From an optimization exercise on the open Yosys and OpenROAD flow, aimed at small area, a short achievable clock period and few clock cycles; shortcuts taken in it are not production practice.
Function was checked by simulation only, so behaviour that the tests miss may differ from the original.
Power is estimated from default activity; no workload was simulated.

==> trial 69: inputs <==
// dw_tile_top
module dw_tile_top (
    input  wire         clk,
    input  wire         rst_n,
    input  wire         start_i,
    output logic        busy_o,
    output logic        done_o,
    input  wire  [15:0] cfg_in_img_h_i,
    input  wire  [15:0] cfg_in_img_w_i,
    input  wire  [16:0] cfg_tile_in_row_i,
    input  wire  [16:0] cfg_tile_in_col_i,
    input  wire  [15:0] cfg_tile_out_h_i,
    input  wire  [15:0] cfg_tile_out_w_i,
    input  wire  [15:0] cfg_channels_i,
    input  wire  [15:0] cfg_stride_i,
    input  wire  [7:0]  cfg_pad_value_i,
    input  wire  [31:0] cfg_in_base_i,
    input  wire  [31:0] cfg_buf_base_i,
    output logic        in_rd_en_o,
    output logic [31:0] in_rd_addr_o,
    input  wire  [7:0]  in_rd_data_i,
    output logic        buf_wr_en_o,
    output logic [31:0] buf_wr_addr_o,
    output logic [7:0]  buf_wr_data_o,
    input  wire  [71:0] kernel_i,
    input  wire  [31:0] q_bias_i,
    input  wire  [15:0] q_mul_i,
    input  wire  [5:0]  q_shift_i,
  ...
Settings: LEC_CHECK=0, CAP_MARGIN=20, CORE_MARGIN=2, CORE_UTILIZATION=40, SLEW_MARGIN=20; clock period 14.0 ns.
run.sh (not shown) runs the stock make flow with config.mk's settings and CLKGATE_MAP_FILE= SYNTH_SCRIPT=/design/flow/synth_recipe.tcl, a recipe that flattens the netlist after the stock synthesis.
==> build 59 (differences from trial 69) <==
--- a/flow/design.v
+++ b/flow/design.v
@@ -119,38 +119,40 @@
         ohlb_q <= (oh_q <= (((sm_q != 2'd3) && (oh_q >= 16'd2)) ? 16'd2 : 16'd1));
     end
     logic        run_q;          
     logic        wdone_q;        
     logic        w_t_q;          
     logic        q_t_q;          
     logic        ch_inc_q;       
-    logic [1:0]  chs_q;          
+    logic [2:0]  chs_q;          
     logic        cool_q;         
     logic [1:0]  mop_q;          
     logic [2:0]  mcnt_q;         
     logic [4:0]  m_dq;           
     logic        fdig_q, facc_q;     
     logic        r0_s1, r0_s2;
     assign r0_s1 = (cfg_tile_in_row_i[16:3] == 14'd0) || (cfg_tile_in_row_i[16:3] == 14'h3FFF);
     assign r0_s2 = (cfg_tile_in_row_i[16:7] == 10'd0) || (cfg_tile_in_row_i[16:7] == 10'h3FF);
     logic [31:0] macc_q;
-    logic [21:0] m_pq;           
+    logic [18:0] m_pq0;          
+    logic [19:0] m_pq1;          
     logic [31:0] chan_q;         
     logic [31:0] band_q;         
     logic [31:0] rdp_q;          
     logic [31:0] bs_q;           
     logic [31:0] hw_q;           
     logic [31:0] nxt_q;          
-    logic        bs_ok_q, hw_ok_q, m_fin0, fin_q;
+    logic        bs_ok_q, hw_ok_q, m_fin0, fin_q, fin2_q, i1_q, i2_q;
     logic [31:0] nxt_sum;
     logic [15:0] m_a_n;
     logic [1:0]  mop_n;
     logic [2:0]  mcnt_n;
     logic [4:0]  m_d_n;
-    logic signed [21:0] m_prod;
+    logic signed [18:0] m_prod0;
+    logic signed [19:0] m_prod1;
     logic [31:0] m_next;
     always_comb begin
         mop_n  = mop_q;
         mcnt_n = mcnt_q;
         if (mop_q != 2'd3) begin
             mcnt_n = mcnt_q + 3'd1;
             if (mcnt_q == 3'd4) begin
@@ -165,20 +167,21 @@
         case (mop_n)
             2'd0:    m_a_n = r0_q[15:0];
             2'd1:    m_a_n = bst_q[15:0];
             default: m_a_n = h_q;
         endcase
         if (mop_n == 2'd0 && mcnt_n == 3'd0) m_d_n = r0_q[16:12];
         else                                 m_d_n = {1'b0, m_a_n[4*(3 - mcnt_n[1:0]) +: 4]};
-        m_prod = $signed({1'b0, w_q}) * $signed(m_dq);
+        m_prod0 = $signed({1'b0, w_q}) * $signed({1'b0, m_dq[1:0]});
+        m_prod1 = $signed({1'b0, w_q}) * $signed(m_dq[4:2]);
         m_next = (facc_q ? 32'd0 : {macc_q[27:0], 4'd0}) +
-                 {{10{m_pq[21]}}, m_pq};
+                 {{13{m_pq0[18]}}, m_pq0} + {{10{m_pq1[19]}}, m_pq1, 2'b00};
         nxt_sum = lastband_q ? chan_q + hw_q : band_q + bs_q;
     end
-    assign m_fin0 = fin_q;
+    assign m_fin0 = fin2_q;
     logic [16:0] top_q;          
     logic [16:0] rc_q;           
     logic [16:0] xc_q;           
     logic [16:0] rem_q;          
     logic [15:0] rrem_q;         
     logic [2:0]  step_q;         
     logic [2:0]  fstep_q;        
@@ -266,117 +269,131 @@
     logic [2:0]  c1_step, c1_sv;
     logic [1:0]  c1_kx;
     logic        c2_cpl, c2_h2, c2_be;
     logic signed [8:0] dq;
     logic [5:0][3:0]   bneg, bone, btwo;
     logic [5:0][19:0]  acc_s, acc_c;
     logic        c3_cpl, c3_h2;
+    logic        c3_p1;          
     logic        h_v0, h_be, h_p2;
     logic [19:0] h0s, h0c, h1s, h1c;     
     logic        r0_v, r0_row1, r0_be, r0_p2, r0_ihm;
     logic [20:0] r0_x;           
     logic [1:0]  r0_c, r0_k;     
     logic        r1_v, r1_row1, r1_be, r1_p2, r1_ihm;
-    logic [29:0] r1_m0, r1_m1;   
+    logic [29:0] r1_m0s, r1_m0c, r1_m1s, r1_m1c;
     logic [27:0] r1_hi;          
     logic        r2_v, r2_row1, r2_be, r2_p2, r2_ihm;
     logic [47:0] r2_p;           
     logic        r3_v, r3_row1, r3_be, r3_p2;
     logic [7:0]  r3_lo8;
     logic        r3_fits, r3_neg;
     logic        lb_q;           
     logic        fw_q;           
     logic [19:0] q_il;           
+    logic [19:0] q_ilr;          
+    logic [11:0] q_ih;           
+    logic        qld_q;          
     logic [27:0] q_ihm;          
     logic        q_ihmax, q_ihmin;
     logic [15:0] q_mul;
     logic [7:0]  qb_neg, qb_one, qb_two;     
     logic [5:0]  q_shift;
     logic [7:0]  q_rmin, q_rmax;
     logic signed [9:0]  sw1_q [3];
     logic signed [11:0] sw_q;
-    logic signed [19:0] psw_q;
+    logic signed [14:0] pswa_q;      
+    logic signed [13:0] pswb_q;      
+    logic signed [19:0] psw_q;       
     logic pipe_empty, qload, last_out;
     assign pipe_empty = !c1_cpl && !c2_cpl && !c3_cpl && !h_v0 && !r0_v && !r1_v && !r2_v &&
-                        !r3_v && !r0_ihm && !r1_ihm && !r2_ihm;
-    assign qload      = busy_o && (q_t_q != w_t_q) && !ch_inc_q && (chs_q == 2'd3) && pipe_empty;
+                        !r3_v && !qld_q && !r0_ihm && !r1_ihm && !r2_ihm;
+    assign qload      = busy_o && (q_t_q != w_t_q) && !ch_inc_q && (chs_q == 3'd4) && pipe_empty;
     assign last_out   = wdone_q && r3_v && !r2_v && !r1_v && !r0_v && !h_v0 &&
                         !c1_cpl && !c2_cpl && !c3_cpl;
     always_ff @(posedge clk or negedge rst_n) begin
         if (!rst_n) begin
             busy_o    <= 1'b0;
             done_o    <= 1'b0;
             run_q     <= 1'b0;
             wdone_q   <= 1'b0;
             w_t_q     <= 1'b0;
             q_t_q     <= 1'b0;
             ch_inc_q  <= 1'b0;
-            chs_q     <= 2'd0;
+            chs_q     <= 3'd0;
             cool_q    <= 1'b0;
             mop_q     <= 2'd3;
             mcnt_q    <= 3'd0;
             bs_ok_q   <= 1'b0;
             hw_ok_q   <= 1'b0;
             fin_q     <= 1'b0;
+            fin2_q    <= 1'b0;
+            i1_q      <= 1'b0;
+            i2_q      <= 1'b0;
             fdig_q    <= 1'b0;
             facc_q    <= 1'b0;
             ch_idx_o  <= 16'd0;
             c1_rd     <= 1'b0;
             c1_cpl    <= 1'b0;
             c1_sh     <= 1'b0;
             c2_cpl    <= 1'b0;
             c3_cpl    <= 1'b0;
             h_v0      <= 1'b0;
             r0_v      <= 1'b0;
             r1_v      <= 1'b0;
             r2_v      <= 1'b0;
             r3_v      <= 1'b0;
             r2_ihm    <= 1'b0;
+            qld_q     <= 1'b0;
             r0_ihm    <= 1'b0;
             r1_ihm    <= 1'b0;
             buf_wr_en_o <= 1'b0;
         end else begin
             done_o    <= 1'b0;
             ch_inc_q  <= 1'b0;
-            if (chs_q != 2'd3) chs_q <= chs_q + 2'd1;
+            if (chs_q != 3'd4) chs_q <= chs_q + 3'd1;
             if (ch_inc_q) begin
                 ch_idx_o <= ch_idx_o + 16'd1;
-                chs_q    <= 2'd0;
+                chs_q    <= 3'd0;
             end
             cool_q    <= 1'b0;
             c1_rd     <= adv && rd;
             c1_cpl    <= adv && colend && cpl_q;
             c1_sh     <= adv && colf_q && (kx_q == 2'd0);
             c2_cpl    <= c1_cpl;
             c3_cpl    <= c2_cpl;
             r1_v      <= r0_v;
             r2_v      <= r1_v;
             r3_v      <= r2_v;
             buf_wr_en_o <= r3_v;
-            r0_ihm <= qload;
+            qld_q  <= qload;
+            r0_ihm <= qld_q;
             r1_ihm <= r0_ihm;
             r2_ihm <= r1_ihm;
             if (r2_ihm) q_t_q <= w_t_q;
             r0_v <= c3_cpl || h_v0;
             h_v0 <= c3_cpl && c3_h2;
             mop_q   <= mop_n;
             mcnt_q  <= mcnt_n;
             bs_ok_q <= mop_q[1];
             hw_ok_q <= (mop_q == 2'd3);
             fin_q   <= (mop_q == 2'd0) && (mcnt_q == 3'd4);
+            fin2_q  <= fin_q;
+            i1_q    <= start_acc;
+            i2_q    <= i1_q;
             fdig_q  <= start_acc || ((mcnt_q == 3'd4) && (mop_n != 2'd3));
             facc_q  <= fdig_q;
             if (m_fin0) run_q <= 1'b1;
             if (start_acc) begin
                 busy_o   <= 1'b1;
                 run_q    <= 1'b0;
                 wdone_q  <= 1'b0;
                 w_t_q    <= ~w_t_q;
                 ch_idx_o <= 16'd0;
-                chs_q    <= 2'd0;
+                chs_q    <= 3'd0;
                 mop_q    <= 2'd0;
                 mcnt_q   <= r0_s1 ? 3'd3 : r0_s2 ? 3'd2 : 3'd0;
                 bs_ok_q  <= 1'b0;
                 hw_ok_q  <= 1'b0;
             end else begin
                 if (last_out) begin
                     busy_o <= 1'b0;
@@ -400,32 +417,37 @@
     always_ff @(posedge clk) begin
         if (!busy_o) begin
             m_dq <= r0_s1 ? {cfg_tile_in_row_i[3], cfg_tile_in_row_i[3:0]} :
                     r0_s2 ? {cfg_tile_in_row_i[7], cfg_tile_in_row_i[7:4]} : cfg_tile_in_row_i[16:12];
         end else begin
             m_dq <= m_d_n;
         end
-        m_pq   <= m_prod;
+        m_pq0  <= m_prod0;
+        m_pq1  <= m_prod1;
         macc_q <= m_next;
         nxt_q  <= nxt_sum;
         if (!busy_o) begin
-            chan_q <= cfg_in_base_i + {{15{cfg_tile_in_col_i[16]}}, cfg_tile_in_col_i};
+            chan_q <= cfg_in_base_i;
+            hw_q   <= {{15{cfg_tile_in_col_i[16]}}, cfg_tile_in_col_i};
             bs_q   <= (cfg_stride_i == 16'd1) ? {15'd0, cfg_in_img_w_i, 1'b0} :
                       (cfg_stride_i == 16'd2) ? {14'd0, cfg_in_img_w_i, 2'b0} : 32'd0;
-        end else if (mcnt_q == 3'd4) begin
+        end else begin
+            if (i2_q) chan_q <= nxt_q;
+            if (mcnt_q == 3'd4) begin
             case (mop_q)
                 2'd1:    bs_q <= m_next;
                 2'd0,
                 2'd2:    hw_q <= m_next;
                 default: ;
             endcase
+            end
         end
         if (crst || brst) begin
-            rdp_q     <= m_fin0 ? nxt_sum : nxt_q;
-            band_q    <= m_fin0 ? nxt_sum : nxt_q;
+            rdp_q     <= nxt_q;
+            band_q    <= nxt_q;
             xc_q      <= x0_q;
             colin_q   <= x0in_q;
             kx_q      <= 2'd0;
             rem_q     <= {1'b0, ow_q} - 17'd1;
             oxg1_q    <= 1'b0;
             oxg2_q    <= 1'b0;
             kwrap_q   <= (sm_q == 2'd1);
@@ -434,15 +456,15 @@
             sv_q      <= 3'b001;
             step_q    <= 3'd0;
             fstep_q   <= 3'd0;
             dir_q     <= 1'b0;
             bempty_q  <= 1'b0;
             colf_q    <= 1'b1;
             if (crst) begin
-                chan_q     <= m_fin0 ? nxt_sum : nxt_q;
+                chan_q     <= nxt_q;
                 rrem_q     <= oh_q;
                 has2_q     <= ohh2_q;
                 lastband_q <= ohlb_q;
                 lstep_q    <= ohh2_q ? {1'b0, sm_q} + 3'd2 : 3'd2;
                 top_q      <= r0_q;
                 rc_q       <= r0_q;
                 rcin_q     <= r0in_q;
@@ -520,14 +542,15 @@
             l_wb[l] = l_en[l] ? {kernel_i[8*l_idx[l] +: 8], 1'b0} : 9'd0;
         end
     end
     always_ff @(posedge clk) begin
         c2_h2  <= c1_h2;
         c2_be  <= c1_be;
         c3_h2  <= c2_h2;
+        c3_p1  <= c2_cpl && c2_h2;
         dq     <= $signed({in_rd_data_i[7], in_rd_data_i}) - $signed({pad_q[7], pad_q});
         for (int l = 0; l < 6; l++) begin
             for (int i = 0; i < 4; i++) begin
                 bneg[l][i] <= l_wb[l][2*i+2] && !(l_wb[l][2*i+1] && l_wb[l][2*i]);
                 bone[l][i] <= l_wb[l][2*i+1] ^ l_wb[l][2*i];
                 btwo[l][i] <= (l_wb[l][2*i+2 -: 3] == 3'b011) || (l_wb[l][2*i+2 -: 3] == 3'b100);
             end
@@ -577,92 +600,121 @@
         if (c2_cpl) begin
             h0s  <= ns[sc_q];
             h0c  <= nc[sc_q];
             h_be <= c2_be;
             h_p2 <= c2_h2;
         end
     end
-    logic [31:0] qinit;
+    logic [20:0] qinit;          
     logic [16:0] qm_b;
     assign qm_b = {q_mul_i, 1'b0};
-    assign qinit = q_bias_i + {{12{psw_q[19]}}, psw_q};
+    assign qinit = {1'b0, q_ilr} + {1'b0, psw_q};
     always_ff @(posedge clk) begin
         for (int g = 0; g < 3; g++) begin
             sw1_q[g] <= $signed(kernel_i[24*g +: 8]) + $signed(kernel_i[24*g+8 +: 8]) +
                         $signed(kernel_i[24*g+16 +: 8]);
         end
         sw_q  <= sw1_q[0] + sw1_q[1] + sw1_q[2];
-        psw_q <= $signed(pad_q) * sw_q;
+        pswa_q <= $signed(pad_q) * $signed({1'b0, sw_q[5:0]});
+        pswb_q <= $signed(pad_q) * $signed(sw_q[11:6]);
+        psw_q  <= $signed(pswa_q) + ($signed(pswb_q) <<< 6);
         if (qload) begin
-            q_il    <= qinit[19:0];
+            q_ilr   <= q_bias_i[19:0];
+            q_ih    <= q_bias_i[31:20];
             q_mul   <= q_mul_i;
             for (int i = 0; i < 8; i++) begin
                 qb_neg[i] <= qm_b[2*i+2] && !(qm_b[2*i+1] && qm_b[2*i]);
                 qb_one[i] <= qm_b[2*i+1] ^ qm_b[2*i];
                 qb_two[i] <= (qm_b[2*i+2 -: 3] == 3'b011) || (qm_b[2*i+2 -: 3] == 3'b100);
             end
             q_shift <= q_shift_i;
             q_rmin  <= q_relu_min_i;
             q_rmax  <= q_relu_max_i;
         end
         if (r0_ihm) begin
             q_ihmax <= (r0_x[11:0] == 12'h7FF);
             q_ihmin <= (r0_x[11:0] == 12'h800);
         end
+        if (qld_q)  q_il  <= qinit[19:0];
         if (r2_ihm) q_ihm <= r2_p[27:0];
     end
+    logic [11:0]        ihv;
     logic [19:0]        s_in, c_in;
     logic [20:0]        u_sc;
     logic [21:0]        w_al;
     logic signed [21:0] t_al;
     logic [1:0]         t_k;
-    logic [1:0][29:0]   m_h;
+    logic [1:0][29:0]   m_hs, m_hc;
     logic [27:0]        m_hi, hi_t1, hi_t2;
     logic [47:0]        p48;
     always_comb begin
-        s_in  = (c3_cpl && c3_h2) ? h1s : h0s;
-        c_in  = (c3_cpl && c3_h2) ? h1c : h0c;
+        ihv   = (qinit[20] == psw_q[19]) ? q_ih : qinit[20] ? q_ih + 12'd1 : q_ih - 12'd1;
+        s_in  = c3_p1 ? h1s : h0s;
+        c_in  = c3_p1 ? h1c : h0c;
         u_sc  = {1'b0, s_in} + {1'b0, c_in};
         w_al  = {2'b00, q_il} + {2'b00, s_in} + {2'b00, c_in};
         t_al  = w_al - {{1'b0, u_sc[20]} + {1'b0, u_sc[19]}, 20'd0};
         t_k   = (t_al[21:20] == 2'b01 && q_ihmax) ? 2'b01 :
                 (t_al[21:20] == 2'b11 && q_ihmin) ? 2'b11 : 2'b00;
         for (int h = 0; h < 2; h++) begin
             logic [29:0] rows [4];
-            logic [29:0] negs;
-            negs = 30'd0;
+            logic [29:0] n3, a1, b1, a2, b2;
             for (int i = 0; i < 4; i++) begin
                 logic [21:0] m;
                 m = qb_one[4*h+i] ? {r0_x[20], r0_x} : qb_two[4*h+i] ? {r0_x, 1'b0} : 22'd0;
                 m = m ^ {22{qb_neg[4*h+i]}};
-                rows[i] = {{8{m[21]}}, m} << (2*i);
-                negs[2*i] = qb_neg[4*h+i];
+                rows[i] = {8'd0, ~m[21], m[20:0]} << (2*i);    
             end
-            m_h[h] = rows[0] + rows[1] + rows[2] + rows[3] + negs;
+            rows[1][0] = qb_neg[4*h];
+            rows[2][2] = qb_neg[4*h+1];
+            rows[3][4] = qb_neg[4*h+2];
+            n3 = {23'd0, qb_neg[4*h+3], 6'd0};
+            a1 = rows[0] ^ rows[1] ^ rows[2];
+            b1 = ((rows[0] & rows[1]) | (rows[0] & rows[2]) | (rows[1] & rows[2])) << 1;
+            a2 = a1 ^ b1 ^ rows[3];
+            b2 = ((a1 & b1) | (a1 & rows[3]) | (b1 & rows[3])) << 1;
+            m_hs[h] = a2 ^ b2 ^ n3;
+            m_hc[h] = ((a2 & b2) | (a2 & n3) | (b2 & n3)) << 1;
         end
         hi_t1 = (r0_c == 2'b01) ? {{12{q_mul[15]}}, q_mul} :
                 (r0_c == 2'b11) ? ~{{12{q_mul[15]}}, q_mul} : 28'd0;
         hi_t2 = (r0_k == 2'b11) ? {q_mul, 12'd0} :
                 (r0_k == 2'b01) ? ~{q_mul, 12'd0} : 28'd0;
-        m_hi  = q_ihm + hi_t1 + hi_t2 + {27'd0, r0_c == 2'b11} + {27'd0, r0_k == 2'b01};
-        p48   = {{18{r1_m0[29]}}, r1_m0} + {{10{r1_m1[29]}}, r1_m1, 8'd0} + {r1_hi, 20'd0};
+        m_hi  = q_ihm + hi_t1 + hi_t2 + {27'd0, r0_c == 2'b11} + {27'd0, r0_k == 2'b01} - 28'd43690;
+        begin
+            logic [47:0] t0, t1, t2, t3, t4, a1, b1, a2, b2, a3, b3;
+            t0 = {18'd0, r1_m0s};
+            t1 = {18'd0, r1_m0c};
+            t2 = {10'd0, r1_m1s, 8'd0};
+            t3 = {10'd0, r1_m1c, 8'd0};
+            t4 = {r1_hi, 20'd0};
+            a1 = t0 ^ t1 ^ t2;
+            b1 = ((t0 & t1) | (t0 & t2) | (t1 & t2)) << 1;
+            a2 = a1 ^ b1 ^ t3;
+            b2 = ((a1 & b1) | (a1 & t3) | (b1 & t3)) << 1;
+            a3 = a2 ^ b2 ^ t4;
+            b3 = ((a2 & b2) | (a2 & t4) | (b2 & t4)) << 1;
+            p48 = a3 + b3;
+        end
     end
     always_ff @(posedge clk) begin
-        r0_row1 <= c3_cpl && c3_h2;
-        r0_be   <= (c3_cpl && c3_h2) ? 1'b0 : h_be;
+        r0_row1 <= c3_p1;
+        r0_be   <= c3_p1 ? 1'b0 : h_be;
         r0_p2   <= h_p2;
-        r0_x    <= qload ? {{9{qinit[31]}}, qinit[31:20]} : {1'b0, t_al[19:0]};
+        r0_x    <= qld_q ? {{9{ihv[11]}}, ihv} : {1'b0, t_al[19:0]};
         r0_c    <= t_al[21:20];
         r0_k    <= t_k;
         r1_row1 <= r0_row1;
         r1_be   <= r0_be;
         r1_p2   <= r0_p2;
-        r1_m0   <= m_h[0];
-        r1_m1   <= m_h[1];
-        r1_hi   <= r0_ihm ? 28'd0 : m_hi;
+        r1_m0s  <= m_hs[0];
+        r1_m0c  <= m_hc[0];
+        r1_m1s  <= m_hs[1];
+        r1_m1c  <= m_hc[1];
+        r1_hi   <= r0_ihm ? -28'd43690 : m_hi;
     end
     logic signed [47:0] sh;
     logic [47:0]        zb, mask;
     logic [6:0]         fpos;
     logic               gt, lt;
     logic [7:0]         res;
     logic [31:0]        wp_b, wp_sum;
Settings changed: CORE_UTILIZATION 40 to 60.
==> qor summary <==
metric	trial 69	build 59
Cell area power density	287 nW/µm²	104 nW/µm²
Num rows	192	157
Worst r2r path cells	18	24
Final clock skew	0.0708 ns	0.0417 ns
Most repeated cell in the gate-level netlist after synthesis	sky130_fd_sc_hd__nand2_1	sky130_fd_sc_hd__inv_1
Power Combinational	0.0238 W	0.00343 W
Clock buffer count from CTS	174	169
Post-Syn Area	110000 µm²	111000 µm²
Synth Instances	11.4k	11.1k
Worst Hold End	r2_p[0]	psw_q[4]
Proportion of netlist area held by the largest area contributor	15.8%	16.5%
Overall track demand over capacity in global routing	23.7%	33.9%
Met1 demand-to-capacity share in global routing	30.3%	45.4%
Horiz. Die Dim	528 µm	434 µm
Count of routing violations after the opening detailed-route iteration	6823	6933
Post-synthesis adder-cell area fraction	23.7%	23.8%
Switching power share of the total	46.6%	30.5%
Worst setup path end	chan_q[31]	r0_x[18]
Result of the run	no timing/DRC/antenna violations	no timing/DRC/antenna violations
Testbench counts of trial 69, summed over its fixed seeds: cycles 64,126.
Testbench counts of build 59, summed over its fixed seeds: cycles 64,836.

separate check: timing with driven ports:
The results above use ideal ports. As a check the final layouts listed here were re-extracted and re-timed, cells and wires unchanged.
Step 1 sets driving cells, clkbuf_16 on the clock port and buf_2 on the other inputs (assumed; they add their load-dependent delay and slew).
Step 2 moves the port delays by t, midway between the first and last clock arrival at a register: inputs arrive t later, outputs are due t later. That takes back most of the time a late clock gives input paths.
Three values: no drivers, after step 1, after step 2; two values: the first two.
run | t (ns) | slack for setup (ns) | hold WS [ns] | latest minus earliest clock arrival (ns) | pins driven straight from the clock port
trial 69 | 0.942 | 7.774 / 7.852 / 6.910 | 0.321 / 0.321 / 0.321 | 0.080 / 0.079 | 1
build 59 | 0.905 | 7.808 / 7.808 / 7.479 | 0.326 / 0.326 / 0.326 | 0.043 / 0.043 | 1
After both steps setup and hold are still met in every run listed. For trial 69, which loses most, drivers alone change the setup slack by +0.078 ns; drivers and shift together by -0.864 ns.
